Context: an optimization exercise on an open-source flow, tuned for small area. The choices shown serve that exercise and are no tape-out recipe. In this exercise RTL edits were held to simulation tests only and were not proved equivalent to the original.

$ cat flow/run.sh
#!/bin/bash
# synth_recipe.tcl (not shown) runs the flow's synth.tcl, then flattens the netlist and writes it again
# the make line also repeats each setting of config.mk as NAME=value (left out here)
make -C /OpenROAD-flow-scripts/flow DESIGN_CONFIG=/design/flow/config.mk WORK_HOME=/design/flow/orfs CLKGATE_MAP_FILE= SYNTH_SCRIPT=/design/flow/synth_recipe.tcl finish
$ cat flow/config.mk
export PLATFORM = sky130hd
export DESIGN_NAME = nn_top
export DESIGN_NICKNAME = nn_top
export VERILOG_FILES = /design/flow/design.v
export SDC_FILE = /design/flow/constraint.sdc
export NUM_CORES = 4
export LEC_CHECK = 0
export CAP_MARGIN = 20
export CORE_MARGIN = 2
export CORE_UTILIZATION = 40
export SLEW_MARGIN = 20
$ cat flow/constraint.sdc
create_clock -name core_clock -period 8.0 [get_ports {clk}]
set_input_delay 1.6000 -clock core_clock [delete_from_list [all_inputs] [get_ports {clk}]]
set_output_delay 1.6000 -clock core_clock [all_outputs]
set_load 0.01 [all_outputs]
$ cat flow/design.v
`timescale 1ns/10ps
`default_nettype none
package nn_pkg;
	localparam int DATA_W    = 16;
	localparam int FRAC_BITS = 8;
	localparam int N_IN  = 4;
	localparam int N_HID = 3;
	localparam int N_OUT = 1;
	localparam int CNT_W = $clog2(N_IN);
	typedef logic signed [DATA_W-1:0]   data_t;
	typedef logic signed [2*DATA_W-1:0] prod_t;
	function automatic data_t fx_mul(input data_t a, input data_t b);
		logic signed [2*DATA_W-1:0] p;
		p = $signed(a) * $signed(b);
		fx_mul = p[FRAC_BITS +: DATA_W];
	endfunction
	function automatic data_t fx_add(input data_t a, input data_t b);
		fx_add = a + b;
	endfunction
	function automatic data_t fx_relu(input data_t s);
		fx_relu = s[DATA_W-1] ? {DATA_W{1'b0}} : s;
	endfunction
endpackage
`default_nettype wire
`timescale 1ns/10ps
`default_nettype none
module input_loader (
	input  logic                                 clk,
	input  logic                                 rst_n,
	input  logic                                 in_valid,
	input  nn_pkg::data_t                        word,
	output logic                                 x_valid,
	output logic [nn_pkg::N_IN-1:0][nn_pkg::DATA_W-1:0] x
);
	localparam int DATA_W = nn_pkg::DATA_W;
	localparam int N_IN   = nn_pkg::N_IN;
	localparam int CNT_W  = nn_pkg::CNT_W;
	logic [N_IN-1:0][DATA_W-1:0] sh;
	logic [CNT_W-1:0]            cnt;
	logic                        last_word;
	assign last_word = in_valid && (cnt == CNT_W'(N_IN - 1));
	always_ff @(posedge clk or negedge rst_n) begin
		if (!rst_n) begin
			cnt     <= '0;
			x_valid <= 1'b0;
		end else begin
			x_valid <= last_word;
			if (last_word)
				cnt <= '0;
			else if (in_valid)
				cnt <= cnt + 1'b1;
		end
	end
	always_ff @(posedge clk) begin
		if (in_valid) begin
			sh[N_IN-1] <= word;
			for (int i = 0; i < N_IN - 1; i++)
				sh[i] <= sh[i+1];
		end
	end
	always_ff @(posedge clk) begin
		if (last_word) begin
			x[N_IN-1] <= word;
			for (int i = 0; i < N_IN - 1; i++)
				x[i] <= sh[i+1];
		end
	end
endmodule
`default_nettype wire
`timescale 1ns/10ps
`default_nettype none
module dense_layer #(
	parameter int N_X  = 4,
	parameter int N_Y  = 3,
	parameter bit RELU = 1'b1
) (
	input  logic                            clk,
	input  logic                            rst_n,
	input  logic                            w_valid,
	input  nn_pkg::data_t                   w_word,
	input  logic                            x_valid,
	input  logic [N_X-1:0][nn_pkg::DATA_W-1:0] x,
	output logic                            y_valid,
	output logic [N_Y-1:0][nn_pkg::DATA_W-1:0] y
);
	localparam int DATA_W = nn_pkg::DATA_W;
	logic [N_X*N_Y-1:0][DATA_W-1:0] w;
	logic [N_X*N_Y-1:0][DATA_W-1:0] prod;
	logic                           p_valid;
	logic [N_Y-1:0][DATA_W-1:0]     sum;
	logic [N_Y-1:0][DATA_W-1:0]     act;
	always_ff @(posedge clk or negedge rst_n) begin
		if (!rst_n) begin
			w <= '0;
		end else if (w_valid) begin
			w[N_X*N_Y-1] <= w_word;
			for (int k = 0; k < N_X*N_Y - 1; k++)
				w[k] <= w[k+1];
		end
	end
	always_ff @(posedge clk or negedge rst_n) begin
		if (!rst_n)
			p_valid <= 1'b0;
		else
			p_valid <= x_valid;
	end
	always_ff @(posedge clk) begin
		if (x_valid) begin
			for (int j = 0; j < N_Y; j++) begin
				for (int i = 0; i < N_X; i++)
					prod[j*N_X+i] <= nn_pkg::fx_mul(w[j*N_X+i], x[i]);
			end
		end
	end
	always_comb begin
		for (int j = 0; j < N_Y; j++) begin
			sum[j] = prod[j*N_X];
			for (int i = 1; i < N_X; i++)
				sum[j] = nn_pkg::fx_add(sum[j], prod[j*N_X+i]);
			act[j] = RELU ? nn_pkg::fx_relu(sum[j]) : sum[j];
		end
	end
	always_ff @(posedge clk or negedge rst_n) begin
		if (!rst_n) begin
			y_valid <= 1'b0;
			y       <= '0;
		end else begin
			y_valid <= p_valid;
			for (int j = 0; j < N_Y; j++)
				y[j] <= p_valid ? act[j] : {DATA_W{1'b0}};
		end
	end
endmodule
`default_nettype wire
`timescale 1ns/10ps
`default_nettype none
module nn_top (
	input  logic          clk,
	input  logic          rst_n,
	input  logic          in_valid_d,
	input  nn_pkg::data_t data_point,
	input  logic          in_valid_w1,
	input  nn_pkg::data_t weight1,
	input  logic          in_valid_w2,
	input  nn_pkg::data_t weight2,
	output logic          out_valid,
	output nn_pkg::data_t out
);
	localparam int DATA_W = nn_pkg::DATA_W;
	localparam int N_IN   = nn_pkg::N_IN;
	localparam int N_HID  = nn_pkg::N_HID;
	localparam int N_OUT  = nn_pkg::N_OUT;
	logic  x_valid;
	logic [N_IN-1:0][DATA_W-1:0] x;
	logic  h_valid;
	logic [N_HID-1:0][DATA_W-1:0] h;
	logic [N_OUT-1:0][DATA_W-1:0] y2;
	input_loader u_loader (
		.clk      (clk),
		.rst_n    (rst_n),
		.in_valid (in_valid_d),
		.word     (data_point),
		.x_valid  (x_valid),
		.x        (x)
	);
	dense_layer #(
		.N_X  (N_IN),
		.N_Y  (N_HID),
		.RELU (1'b1)
	) u_hidden (
		.clk     (clk),
		.rst_n   (rst_n),
		.w_valid (in_valid_w1),
		.w_word  (weight1),
		.x_valid (x_valid),
		.x       (x),
		.y_valid (h_valid),
		.y       (h)
	);
	dense_layer #(
		.N_X  (N_HID),
		.N_Y  (N_OUT),
		.RELU (1'b0)
	) u_output (
		.clk     (clk),
		.rst_n   (rst_n),
		.w_valid (in_valid_w2),
		.w_word  (weight2),
		.x_valid (h_valid),
		.x       (h),
		.y_valid (out_valid),
		.y       (y2)
	);
	assign out = y2[0];
endmodule
`default_nettype wire
==> run summary <==
==> kinds of logic after synthesis <==
kind of cell             Yosys count
buffers and inverters           4124
adder cells (fa/ha/maj)         3958
AND/OR/NAND/NOR                 3911
flip-flops                       660
XOR/XNOR                         580
AO/OA/AOI/OAI                    469
multiplexers                     244
==> routing by layer <==
layer,vias up,part of all wire [%]
li1,40141,-
met1,47490,42
met2,2589,47
met3,465,7.1
met4,20,3.4
met5,-,0.035
==> cell usage in the layout, fill, tap and decap left out, types with 88 or more instances in the layout <==
| cell | netlist | layout |
|---|---|---|
| edfxtp_1 | 352 | 352 |
| and2_1 | 1619 | 1618 |
| ha_1 | 1086 | 1086 |
| fa_1 | 2872 | 2872 |
| nor2_1 | 243 | 243 |
| a21oi_1 | 134 | 134 |
| xor2_1 | 112 | 112 |
| nand2_1 | 1708 | 1708 |
| dfrtp_1 | 308 | 306 |
| mux2_2 | 241 | 241 |
| xnor2_1 | 468 | 466 |
| clkbuf_16 | 0 | 88 |
| buf_4 | 0 | 209 |
| inv_1 | 3525 | 3524 |
==> worst paths after layout <==
path / to / slack [ns] / cells after the start
min in group asynchronous: u_hidden.y[39] / 0.83 / 1
hold / removal: u_loader.x[4] / 0.42 / 0
setup / recovery: u_hidden.prod[111] / 1.19 / 19
hold reg to reg: u_loader.x[4] / 0.42 / 0
max in group asynchronous: u_loader.x_valid / 5.62 / 2
setup reg to reg: u_hidden.prod[111] / 1.19 / 19
==> state kept, by name, indices dropped and copies added (netlist names) <==
signal	count
u_loader.x_valid	1
u_hidden.w	192
u_output.prod	48
u_output.y_valid	1
u_output.w	48
u_output.y	16
u_loader.cnt	2
u_output.p_valid	1
u_loader.x	64
u_hidden.p_valid	1
u_loader.sh	48
u_hidden.prod	192
u_hidden.y_valid	1
u_hidden.y	45
==> through the flow <==
step	cell area, um^2	instances	setup slack, ns
after floorplan	135000	13946	1.82
after global placement	141000	18159	1.34
after detailed placement	141000	18160	1.19
after CTS	145000	18318	1.19
after global routing	145000	18319	0.823
final	145000	18330	1.19
==> synth_stat cells, drive strengths merged, types with 33 or more instances <==
master and n:
inv 3525, fa 2872, nand2 1708, and2 1619, ha 1086, clkbuf 586
xnor2 468, edfxtp 352, dfrtp 308, nor2 243, mux2 241, a21oi 134
xor2 112, o21ai 81, nor3 75, nand2b 62, a21o 55, o21a 52
and3 48, nand4 35, nand3 33, nor2b 33
==> area by class of cell <==
cell class	count	area (um^2)
Fill cell	32968	192000
Multi-Input combinational cell	9162	102000
Sequential cell	660	18300
Inverter	3527	13200
Tap cell	4515	5650
Timing Repair Buffer	297	2630
Clock buffer	100	2270
Clock inverter	58	761
Antenna cell	11	27.5
==> worst max-delay path, stage by stage (launching register included) <==
cell and delay, ns:
edfxtp_1 1.05, buf_4 0.38, nand2_1 0.10, fa_1 0.51, fa_1 0.52, fa_1 0.51, inv_1 0.05, fa_1 0.50
fa_1 0.50, inv_1 0.05, fa_1 0.47, inv_1 0.04, ha_1 0.32, and4_1 0.21, a21oi_1 0.47, a211o_1 0.23
a31oi_1 0.12, a21o_1 0.22, a21oi_1 0.18, xnor2_1 0.09
==> out/results.txt <==
Outcome: no timing/DRC/antenna violations
Top Ports: 70
Core Area: 0.337 mm^2
Clk_skew: 0.0648 ns
Crit Reg-Reg Startpoint: u_loader.x[34]
Critical Path Fanout Max: 21
Vias per inst: 4.95
Post-synth top flop: edfxtp_1
Clk sink count: 660
Die X: 586 um
Adder-cell area share of the yosys netlist: 52.5%
Final Max Tran Viols: 0
Vias in the first global route: 98240
Routed len/inst: 20.5 um
Cell Rows: 213
First-pass GRT wire length: 591000 um
CTS tree: done
Hold Vio Cnt, Final: 0
Relative max-transition margin: 19.5%
IO Port Bufs: 69
Die Area: 0.343 mm^2
Largest net degree at the start of global routing: 117
Largest family of logic cells by synthesized area: adder cells
DR iter-0 viols: 5930
Critical Path RT: 8.49 ns
Hpwl dp: 300000 um
Antenna viol nets, final: 0
Synth unique cells: 85
Final Core Density: 42.9%
GRT overflow: 0
Synth Net Count: 17957
Cell area after synthesis: 0.135 mm^2
Post-layout min period: 6.81 ns
Worst setup EP type: flop
Yosys top cell area share: 42.4%
Fin nets: 17743
Synth Register Bits: 660
Post-synthesis compound-gate area fraction: 2.41%
Total GRT Usage: 22.8%
Initial antenna violation count: 41
Worst Hold Class: reg -> reg
DRC: 0
Worst slew pin tran: 1.21 ns
Synth Area in XOR/XNOR: 3.75%
Clock Root Buffer: clkbuf_16
Top cell type by total area after synthesis: fa_1
Post-CTS Resized: 0
Synth async-reset ratio: 46.7%
Total number of vias: 90705
Synth Area in Simple Gates: 14.4%
Largest cells by area after synthesis: fa_1 (42%), ha_1 (10%), inv_1 (9.8%)
Post-Route WL: 376000 um
Max Fclk: 0.147 GHz
Unrepaired setup endpoints after global routing: no
Met3 Track Usage GR: 4.00%
Max Cap Viol: 0
1st-pass router iterations: 8
Max Root-Sink Buffers: 3
Hold-fix buffers, CTS: 0
Met1 usage: 30.5%
Sequential area share after synthesis: 13.5%
Critical path startpoint: u_loader.x[34]
Post-CTS Setup Bufs: 0
Setup violators final: 0
CTS Buf Count: 84
Crit path DAT: 7.29 ns
Crit Path Class: reg -> reg
Worst skew pair latency: 0.76 ns
Syn Area/Cell: 9.71 um^2
Mux cell area share after synthesis: 2.03%
Synth Instances: 13946
Htree depth: 3
Clk slew on worst S/H paths: 0.07 ns
Hold slack: 0.421 ns
Origin of the worst min-delay path: u_loader.sh[20]
Layout cell share with drive strength beyond 1: 4.88%
Met2 Use GR: 37.7%
Final cycle utilization of the critical path: 85.1%
Placer congestion estimate: 0.918
Die H: 586 um
Setup tns final: 0 ns
P&R area growth vs syn: 6.71%
Syn. warnings: 3
Post-synth EDFFs: 352
CP startpoint kind: flop
GRT Max-Usage Layer: met2
Starting Density: 40.2%

-- re-timing with driven ports --
The results above use ideal ports. As a check the final layout listed here was re-extracted and re-timed, cells and wires unchanged.
Step 1: set_driving_cell puts a clkbuf_16 on clk and a buf_2 on each other input, an assumption about the parent block.
Step 2 moves the port delays by t, midway between the first and last clock arrival at a register: inputs arrive t later, outputs are due t later. That takes back most of the time a late clock gives input paths.
Three values: ideal ports, drivers, drivers and shift; two values: the first two.
shift t [ns]: 0.832
slack for setup (ns): 1.192 / 1.192 / 1.192
hold WS [ns]: 0.421 / 0.421 / 0.421
slew at the worst register clock pin (ns): 0.07 / 0.07
worst data-port slew with drivers (ns): 0.06
After both steps this run still meets setup and hold. For this run, drivers alone change the setup slack by 0.000 ns; drivers and shift together by 0.000 ns.
